From an optimization exercise on the open Yosys and OpenROAD flow, aimed at small area, a short achievable clock period and few clock cycles per item; shortcuts taken in it are not production practice. Only simulation tests tie the RTL to the original design; equivalence was not proved. No activity file was given, so power comes from the tool's default toggle rates.

Design flood_duplicate_filter_core, start of the top module:
module flood_duplicate_filter_core #(
	parameter int SEEN_DEPTH = fdf_pkg::SEEN_DEPTH_DEF,
	parameter int SEQ_BITS   = fdf_pkg::SEQ_BITS_DEF
) (
	input  wire logic                              clk,
	input  wire logic                              arst_n,
	input  wire logic                              cfg_we,
	input  wire logic [fdf_pkg::CFG_IDX_W-1:0]     cfg_index,
	input  wire logic [fdf_pkg::CFG_DATA_W-1:0]    cfg_wdata,
	input  wire logic                              start,
	input  wire logic [53:0]                       item,
	output logic                                   busy,
	output logic                                   result_valid,
	output logic [55:0]                            result
);
Size: roughly 3300 cells after synthesis, about 180 I/O pins, about 53000 um2 of cells after synthesis.
Settings: LEC_CHECK=0, CAP_MARGIN=20, CORE_MARGIN=2, CORE_UTILIZATION=70, PLACE_DENSITY=0.75, SETUP_SLACK_MARGIN=2.4, SLEW_MARGIN=20, TNS_END_PERCENT=0; clock period 4.5 ns.
run.sh (not shown) runs the stock make flow with config.mk's settings and CLKGATE_MAP_FILE= SYNTH_SCRIPT=/design/flow/synth_recipe.tcl, a recipe that flattens the netlist after the stock synthesis.
Testbench counts at the start, summed over its fixed seeds: cycles 12,024, packets 12,000.
Edit:
--- a/flow/config.mk
+++ b/flow/config.mk
@@ -6,9 +6,10 @@
 export NUM_CORES = 4
 export LEC_CHECK = 0
+export ABC_AREA = 1
 export CAP_MARGIN = 20
 export CORE_MARGIN = 2
-export CORE_UTILIZATION = 70
-export PLACE_DENSITY = 0.75
-export SETUP_SLACK_MARGIN = 2.4
+export CORE_UTILIZATION = 55
+export PLACE_DENSITY = 0.65
+export SETUP_SLACK_MARGIN = 2.5
 export SLEW_MARGIN = 20
 export TNS_END_PERCENT = 0
=>
- sequential power hardly moves
- setup slack is better by 46 ps
- global-route usage went down by 3.5 points
- routed wire length went up by about a fifth
- design area went up slightly
- non-clock buffer count went down by 34
- fmax went up by a few percent
- first-iteration DRC count went up by a quarter to a third
- core utilization went down by 18 points
- critical path depth went down by 1
- via count went up by roughly a tenth
Edit:
--- a/flow/config.mk
+++ b/flow/config.mk
@@ -6,5 +6,4 @@
 export NUM_CORES = 4
 export LEC_CHECK = 0
-export ABC_AREA = 1
 export CAP_MARGIN = 20
 export CORE_MARGIN = 2
Total power rose by 0.59%; worst setup slack degrades by 3.4 ps; design area fell by 0.62%; combinational power rose by about 2%; cell count fell by 13%; count of clock-buffer cells in the layout rose by 1; utilization rose by 0.91 points; via count fell by 14%; critical path depth rose by 1; die area fell by 2.4%; hold slack improves by 35 ps.

Setup of maple:
The RTL this note starts from:
==> flow/design.v <==
`default_nettype none
package fdf_pkg;
	localparam int SEEN_DEPTH_DEF = 64;
	localparam int SEQ_BITS_DEF   = 16;
	localparam int ID_W    = 6;
	localparam int MASK_W  = 64;
	localparam int SEQ_W   = 16;
	localparam int DATA_W  = 32;
	localparam int CFG_IDX_W  = 2;
	localparam int CFG_DATA_W = 64;
	localparam logic [CFG_IDX_W-1:0] CFG_NODE_ID       = 2'd0;
	localparam logic [CFG_IDX_W-1:0] CFG_NEIGHBOR_MASK = 2'd1;
	typedef enum logic [1:0] {
		VERDICT_FORWARD      = 2'd0,
		VERDICT_NOT_NEIGHBOR = 2'd1,
		VERDICT_DUPLICATE    = 2'd2
	} fdf_verdict_t;
	typedef struct packed {
		logic [ID_W-1:0]   sender_id;
		logic [SEQ_W-1:0]  seq_in;
		logic [DATA_W-1:0] payload_in;
	} fdf_in_t;
	typedef struct packed {
		logic [1:0]        verdict;
		logic [ID_W-1:0]   fwd_id;
		logic [SEQ_W-1:0]  fwd_seq;
		logic [DATA_W-1:0] fwd_data;
	} fdf_out_t;
	typedef struct packed {
		logic         record;
		logic         emit;
		fdf_verdict_t verdict;
	} fdf_cmd_t;
	typedef struct packed {
		logic valid;
		logic neighbor;
		logic hit;
	} fdf_status_t;
endpackage
`default_nettype wire
`default_nettype none
module fdf_ctrl (
	input  wire fdf_pkg::fdf_status_t  status,
	output logic                       busy,
	output fdf_pkg::fdf_cmd_t          cmd
);
	assign busy = 1'b0;
	always_comb begin
		cmd         = '0;
		cmd.emit    = status.valid;
		cmd.record  = status.valid & status.neighbor & ~status.hit;
		if (!status.neighbor) begin
			cmd.verdict = fdf_pkg::VERDICT_NOT_NEIGHBOR;
		end else if (status.hit) begin
			cmd.verdict = fdf_pkg::VERDICT_DUPLICATE;
		end else begin
			cmd.verdict = fdf_pkg::VERDICT_FORWARD;
		end
	end
endmodule
`default_nettype wire
`default_nettype none
module fdf_datapath #(
	parameter int SEEN_DEPTH = fdf_pkg::SEEN_DEPTH_DEF,
	parameter int SEQ_BITS   = fdf_pkg::SEQ_BITS_DEF
) (
	input  wire logic                              clk,
	input  wire logic                              arst_n,
	input  wire logic                              cfg_we,
	input  wire logic [fdf_pkg::CFG_IDX_W-1:0]     cfg_index,
	input  wire logic [fdf_pkg::CFG_DATA_W-1:0]    cfg_wdata,
	input  wire logic                              start,
	input  wire fdf_pkg::fdf_in_t                  item,
	input  wire fdf_pkg::fdf_cmd_t                 cmd,
	output fdf_pkg::fdf_status_t                   status,
	output logic                                   result_valid,
	output fdf_pkg::fdf_out_t                      result
);
	localparam int CW = $clog2(SEEN_DEPTH + 1);
	logic [fdf_pkg::ID_W-1:0]   node_id_q;
	logic [fdf_pkg::MASK_W-1:0] neighbor_q;
	logic                       neighbor_set_q;
	logic [SEQ_BITS-1:0]        seq1;
	logic                       v2_q;
	logic                       nb2_q;
	logic [SEEN_DEPTH-1:0]      match2_q;
	logic [SEQ_BITS-1:0]        seq2_q;
	logic [fdf_pkg::DATA_W-1:0] data2_q;
	logic                       v3_q;
	logic                       nb3_q;
	logic                       hit3_q;
	logic [SEQ_BITS-1:0]        seq3_q;
	logic [fdf_pkg::DATA_W-1:0] data3_q;
	logic [SEQ_BITS-1:0]   seen_q [SEEN_DEPTH];
	logic [CW-1:0]         fill_q;
	logic [SEEN_DEPTH-1:0] match1;
	logic                  same13;
	logic                  same23;
	logic                  hit_keep;
	logic                  hit_shift;
	logic [SEQ_BITS-1:0]   own_next_q;
	logic                  res_valid_q;
	fdf_pkg::fdf_verdict_t res_verdict_q;
	logic [SEQ_BITS-1:0]   res_seq_q;
	logic [fdf_pkg::DATA_W-1:0] res_data_q;
	logic fwd;
	assign seq1 = SEQ_BITS'(item.seq_in);
	assign fwd  = cmd.record;
	always_comb begin
		for (int e = 0; e < SEEN_DEPTH; e++) begin
			match1[e] = (seen_q[e] == seq1) && (fill_q > CW'(e));
		end
	end
	assign same13 = (seq3_q == seq1);
	assign same23    = (seq3_q == seq2_q);
	assign hit_keep  = |match2_q;
	assign hit_shift = (|match2_q[SEEN_DEPTH-2:0]) | same23;
	assign status.valid    = v3_q;
	assign status.neighbor = nb3_q;
	assign status.hit      = hit3_q;
	always_ff @(posedge clk or negedge arst_n) begin
		if (!arst_n) begin
			node_id_q      <= '0;
			neighbor_set_q <= 1'b0;
		end else if (cfg_we) begin
			unique case (cfg_index)
				fdf_pkg::CFG_NODE_ID:       node_id_q      <= cfg_wdata[fdf_pkg::ID_W-1:0];
				fdf_pkg::CFG_NEIGHBOR_MASK: neighbor_set_q <= 1'b1;
				default: ;
			endcase
		end
	end
	always_ff @(posedge clk) begin
		if (cfg_we && cfg_index == fdf_pkg::CFG_NEIGHBOR_MASK) begin
			neighbor_q <= cfg_wdata;
		end
	end
	always_ff @(posedge clk or negedge arst_n) begin
		if (!arst_n) begin
			v2_q       <= 1'b0;
			v3_q       <= 1'b0;
			res_valid_q <= 1'b0;
			fill_q     <= '0;
			own_next_q <= SEQ_BITS'(1);
		end else begin
			v2_q <= start;
			v3_q <= v2_q;
			res_valid_q <= v3_q;
			if (fwd) begin
				own_next_q <= own_next_q + SEQ_BITS'(1);
				if (fill_q != CW'(SEEN_DEPTH)) begin
					fill_q <= fill_q + CW'(1);
				end
			end
		end
	end
	always_ff @(posedge clk) begin
		nb2_q    <= neighbor_set_q & neighbor_q[item.sender_id];
		match2_q <= fwd ? {match1[SEEN_DEPTH-2:0], same13} : match1;
		seq2_q   <= seq1;
		data2_q  <= item.payload_in;
		nb3_q    <= nb2_q;
		hit3_q   <= fwd ? hit_shift : hit_keep;
		seq3_q   <= seq2_q;
		data3_q  <= data2_q;
	end
	always_ff @(posedge clk) begin
		if (fwd) begin
			seen_q[0] <= seq3_q;
			for (int e = 1; e < SEEN_DEPTH; e++) begin
				seen_q[e] <= seen_q[e-1];
			end
		end
	end
	always_ff @(posedge clk) begin
		res_verdict_q <= cmd.verdict;
		res_seq_q     <= (cmd.verdict == fdf_pkg::VERDICT_FORWARD) ? own_next_q : '0;
		res_data_q    <= (cmd.verdict == fdf_pkg::VERDICT_FORWARD) ? data3_q : '0;
	end
	assign result_valid     = res_valid_q;
	assign result.verdict   = res_verdict_q;
	assign result.fwd_id    = node_id_q;
	assign result.fwd_seq   = res_seq_q;
	assign result.fwd_data  = res_data_q;
endmodule
`default_nettype wire
`default_nettype none
module flood_duplicate_filter_core #(
	parameter int SEEN_DEPTH = fdf_pkg::SEEN_DEPTH_DEF,
	parameter int SEQ_BITS   = fdf_pkg::SEQ_BITS_DEF
) (
	input  wire logic                              clk,
	input  wire logic                              arst_n,
	input  wire logic                              cfg_we,
	input  wire logic [fdf_pkg::CFG_IDX_W-1:0]     cfg_index,
	input  wire logic [fdf_pkg::CFG_DATA_W-1:0]    cfg_wdata,
	input  wire logic                              start,
	input  wire logic [53:0]                       item,
	output logic                                   busy,
	output logic                                   result_valid,
	output logic [55:0]                            result
);
	fdf_pkg::fdf_in_t  item_s;
	fdf_pkg::fdf_out_t result_s;
	assign item_s = item;
	assign result = result_s;
	fdf_pkg::fdf_status_t status;
	fdf_pkg::fdf_cmd_t    cmd;
	fdf_ctrl u_ctrl (
		.status (status),
		.busy   (busy),
		.cmd    (cmd)
	);
	fdf_datapath #(
		.SEEN_DEPTH (SEEN_DEPTH),
		.SEQ_BITS   (SEQ_BITS)
	) u_datapath (
		.clk          (clk),
		.arst_n       (arst_n),
		.cfg_we       (cfg_we),
		.cfg_index    (cfg_index),
		.cfg_wdata    (cfg_wdata),
		.start        (start),
		.item         (item_s),
		.cmd          (cmd),
		.status       (status),
		.result_valid (result_valid),
		.result       (result_s)
	);
endmodule
`default_nettype wire
export LEC_CHECK = 0
export CAP_MARGIN = 20
export CORE_MARGIN = 2
export CORE_UTILIZATION = 70
export CTS_CLUSTER_DIAMETER = 50
export CTS_CLUSTER_SIZE = 24
export PLACE_DENSITY = 0.75
export SETUP_SLACK_MARGIN = 2.4
export SLEW_MARGIN = 20
export TNS_END_PERCENT = 0
create_clock -name core_clock -period 4.5 [get_ports {clk}]
Testbench counts of maple, summed over its fixed seeds: cycles 12,024, packets 12,000.
diff inputs: maple => fjord
- a deleted CTS_CLUSTER_DIAMETER that had been 50
- a change of SETUP_SLACK_MARGIN from 2.4 to 2.5
- an added CTS_BUF_LIST of sky130_fd_sc_hd__clkbuf_4 sky130_fd_sc_hd__clkbuf_8
- a change of CORE_UTILIZATION from 70 to 55
- a deleted CTS_CLUSTER_SIZE that had been 24
- a change of PLACE_DENSITY from 0.75 to 0.65
==> comparison <==
Number of iterations in the first detailed-routing pass is higher on maple. Cell area: fjord higher than maple. Comparing fjord and maple, required time at the endpoint of the critical path is higher on fjord. Die width (maple / fjord): 0.888. fjord vs maple on post-route clock period utilization: fjord is the higher one. Endpoint of the worst setup timing path: u_datapath.match2_q[36]$_DFF_P_ -> fjord, u_datapath.match2_q[20]$_DFF_P_ -> maple. fjord falls short of maple in post-layout minimum cycle time.

flood_duplicate_filter_core, a different RTL version from the one above (not shown whole).
For scale: roughly 1300 flip-flops, ~180 I/O pins.
make LEC_CHECK=0 CAP_MARGIN=20 CORE_MARGIN=2 CORE_UTILIZATION=62 CTS_CLUSTER_DIAMETER=60 CTS_CLUSTER_SIZE=20 PLACE_DENSITY=0.7 SETUP_SLACK_MARGIN=2.5 SLEW_MARGIN=20 TNS_END_PERCENT=25 finish   # period 4.5 ns
Testbench counts at the start, summed over its fixed seeds: cycles 12,024, packets 12,000.
Rerun with:
- CORE_UTILIZATION: 62 -> 67
- PLACE_DENSITY: 0.7 -> 0.72
Result: Wire length went down by 2.7%; count of clock-buffer cells in the layout went up by 1; utilization went up by 5.1 points; sequential share of layout area went up by 0.60 points; setup slack improves by 13 ps; die area went down by 7.4%.
Rerun with:
- CORE_UTILIZATION: 67 -> 62
- CTS_CLUSTER_DIAMETER: 60 -> 50
- CTS_CLUSTER_SIZE: 20 -> 24
- PLACE_DENSITY: 0.72 -> 0.7
Result: The new run ran to the end with no violations. Wire length goes up by 3.5%. Count of clock-buffer cells in the layout rises by 7. Sequential cell count is unchanged. Total power rose by about 13%.
Rerun with:
- CTS_CLUSTER_DIAMETER: 50 -> not set
- CTS_CLUSTER_SIZE: 24 -> not set
Result:
- The changed run passed the timing, DRC and antenna checks
- power decreases by about 1.4%
- routed wire length is about the same
- global-route usage hardly moves
- register-to-register slack gains 50 ps
- final cell count went up by 0.48%
Rerun with:
- CORE_UTILIZATION: 62 -> 67
- CTS_CLUSTER_DIAMETER: not set -> 60
- CTS_CLUSTER_SIZE: not set -> 20
- PLACE_DENSITY: 0.7 -> 0.72
- SETUP_SLACK_MARGIN: 2.5 -> 2.6
- TNS_END_PERCENT: 25 -> 40
What happened:
- count of clock-buffer cells in the layout fell by 60
- wire length drops by 2.2%
- hold slack degrades by 12 ps
- setup slack gains 92 ps
- clock power fell by 26%
- maximum frequency is higher by 4.5%
- non-clock buffer count rose by 6

flood_duplicate_filter_core, a different RTL version from the one above (not shown whole).
For scale: about 3200 cells after synthesis, about 1300 flip-flops, ~180 I/O pins, roughly 52000 sq um of cells after synthesis.
Design flood_duplicate_filter_core, start of the top module:
module flood_duplicate_filter_core #(
	parameter int SEEN_DEPTH = fdf_pkg::SEEN_DEPTH_DEF,
	parameter int SEQ_BITS   = fdf_pkg::SEQ_BITS_DEF
) (
	input  wire logic                              clk,
	input  wire logic                              arst_n,
	input  wire logic                              cfg_we,
	input  wire logic [fdf_pkg::CFG_IDX_W-1:0]     cfg_index,
	input  wire logic [fdf_pkg::CFG_DATA_W-1:0]    cfg_wdata,
	input  wire logic                              start,
	input  wire logic [53:0]                       item,
	output logic                                   busy,
	output logic                                   result_valid,
	output logic [55:0]                            result
);
	fdf_pkg::fdf_in_t  item_s;
	fdf_pkg::fdf_out_t result_s;
	assign item_s = item;
	assign result = result_s;
	fdf_pkg::fdf_status_t status;
	fdf_pkg::fdf_cmd_t    cmd;
	fdf_ctrl u_ctrl (
		.status (status),
		.busy   (busy),
		.cmd    (cmd)
	);
	fdf_datapath #(
		.SEEN_DEPTH (SEEN_DEPTH),
		.SEQ_BITS   (SEQ_BITS)
	) u_datapath (
		.clk          (clk),
		.arst_n       (arst_n),
		.cfg_we       (cfg_we),
		.cfg_index    (cfg_index),
		.cfg_wdata    (cfg_wdata),
		.start        (start),
		.item         (item_s),
		.cmd          (cmd),
		.status       (status),
		.result_valid (result_valid),
		.result       (result_s)
	);
endmodule
clock: 4.5 ns
lec_check: 0
cap_margin: 20
core_margin: 2
core_utilization: 67
cts_cluster_diameter: 60
cts_cluster_size: 20
place_density: 0.72
setup_slack_margin: 2.6
slew_margin: 20
tns_end_percent: 40
Testbench counts at the start, summed over its fixed seeds: cycles 12,024, packets 12,000.
Then changed:
--- a/flow/config.mk
+++ b/flow/config.mk
@@ -13,4 +13,4 @@
 export PLACE_DENSITY = 0.72
-export SETUP_SLACK_MARGIN = 2.6
+export SETUP_SLACK_MARGIN = 2.5
 export SLEW_MARGIN = 20
-export TNS_END_PERCENT = 40
+export TNS_END_PERCENT = 25
What happened: The new run completed with no timing, DRC or antenna violations. Design area hardly moves. Area after synthesis stays the same. Final cell count stays the same. Power barely changes. Combinational power decreases by about 2%. Global-route usage hardly moves. Setup slack gets better by 39 ps.

## separate check: timing with driven ports
No port has a modelled driver above. Below, the same layouts with a new extraction and two added sets of constraints.
Step 1: set_driving_cell puts a clkbuf_16 on clk and a buf_2 on each other input, an assumption about the parent block.
Step 2 adds t to the input delays and takes it off the output delays; t is the mean of the earliest and latest rising clock arrival at the registers after step 1. Input paths then give back, and output paths get back, about the clock's delay inside the block.
Slacks: ideal / step 1 / step 2; pairs: ideal / step 1.
run | t, ns | setup slack, ns | pins driven straight from the clock port
the first run of note 1 | 0.796 | 2.245 / 2.194 / 1.468 | 1
the second run of note 1 | 0.805 | 2.291 / 2.277 / 1.555 | 1
the third run of note 1 | 0.819 | 2.288 / 2.246 / 1.514 | 1
maple | 0.768 | 2.229 / 2.203 / 1.494 | 1
fjord | 0.946 | 2.100 / 2.132 / 1.189 | 1
the first run of note 3 | 0.726 | 2.429 / 2.383 / 1.740 | 1
the second run of note 3 | 0.715 | 2.442 / 2.400 / 1.773 | 1
the third run of note 3 | 0.748 | 2.390 / 2.326 / 1.831 | 1
the fourth run of note 3 | 0.782 | 2.376 / 2.304 / 1.773 | 1
the fifth run of note 3 | 0.716 | 2.468 / 2.402 / 1.853 | 1
the first run of note 4 | 0.710 | 2.363 / 2.363 / 1.827 | 1
the second run of note 4 | 0.708 | 2.403 / 2.341 / 1.779 | 1
After both steps setup and hold are still met in every run listed. For fjord, which loses most, drivers alone change the setup slack by +0.032 ns; drivers and shift together by -0.911 ns.
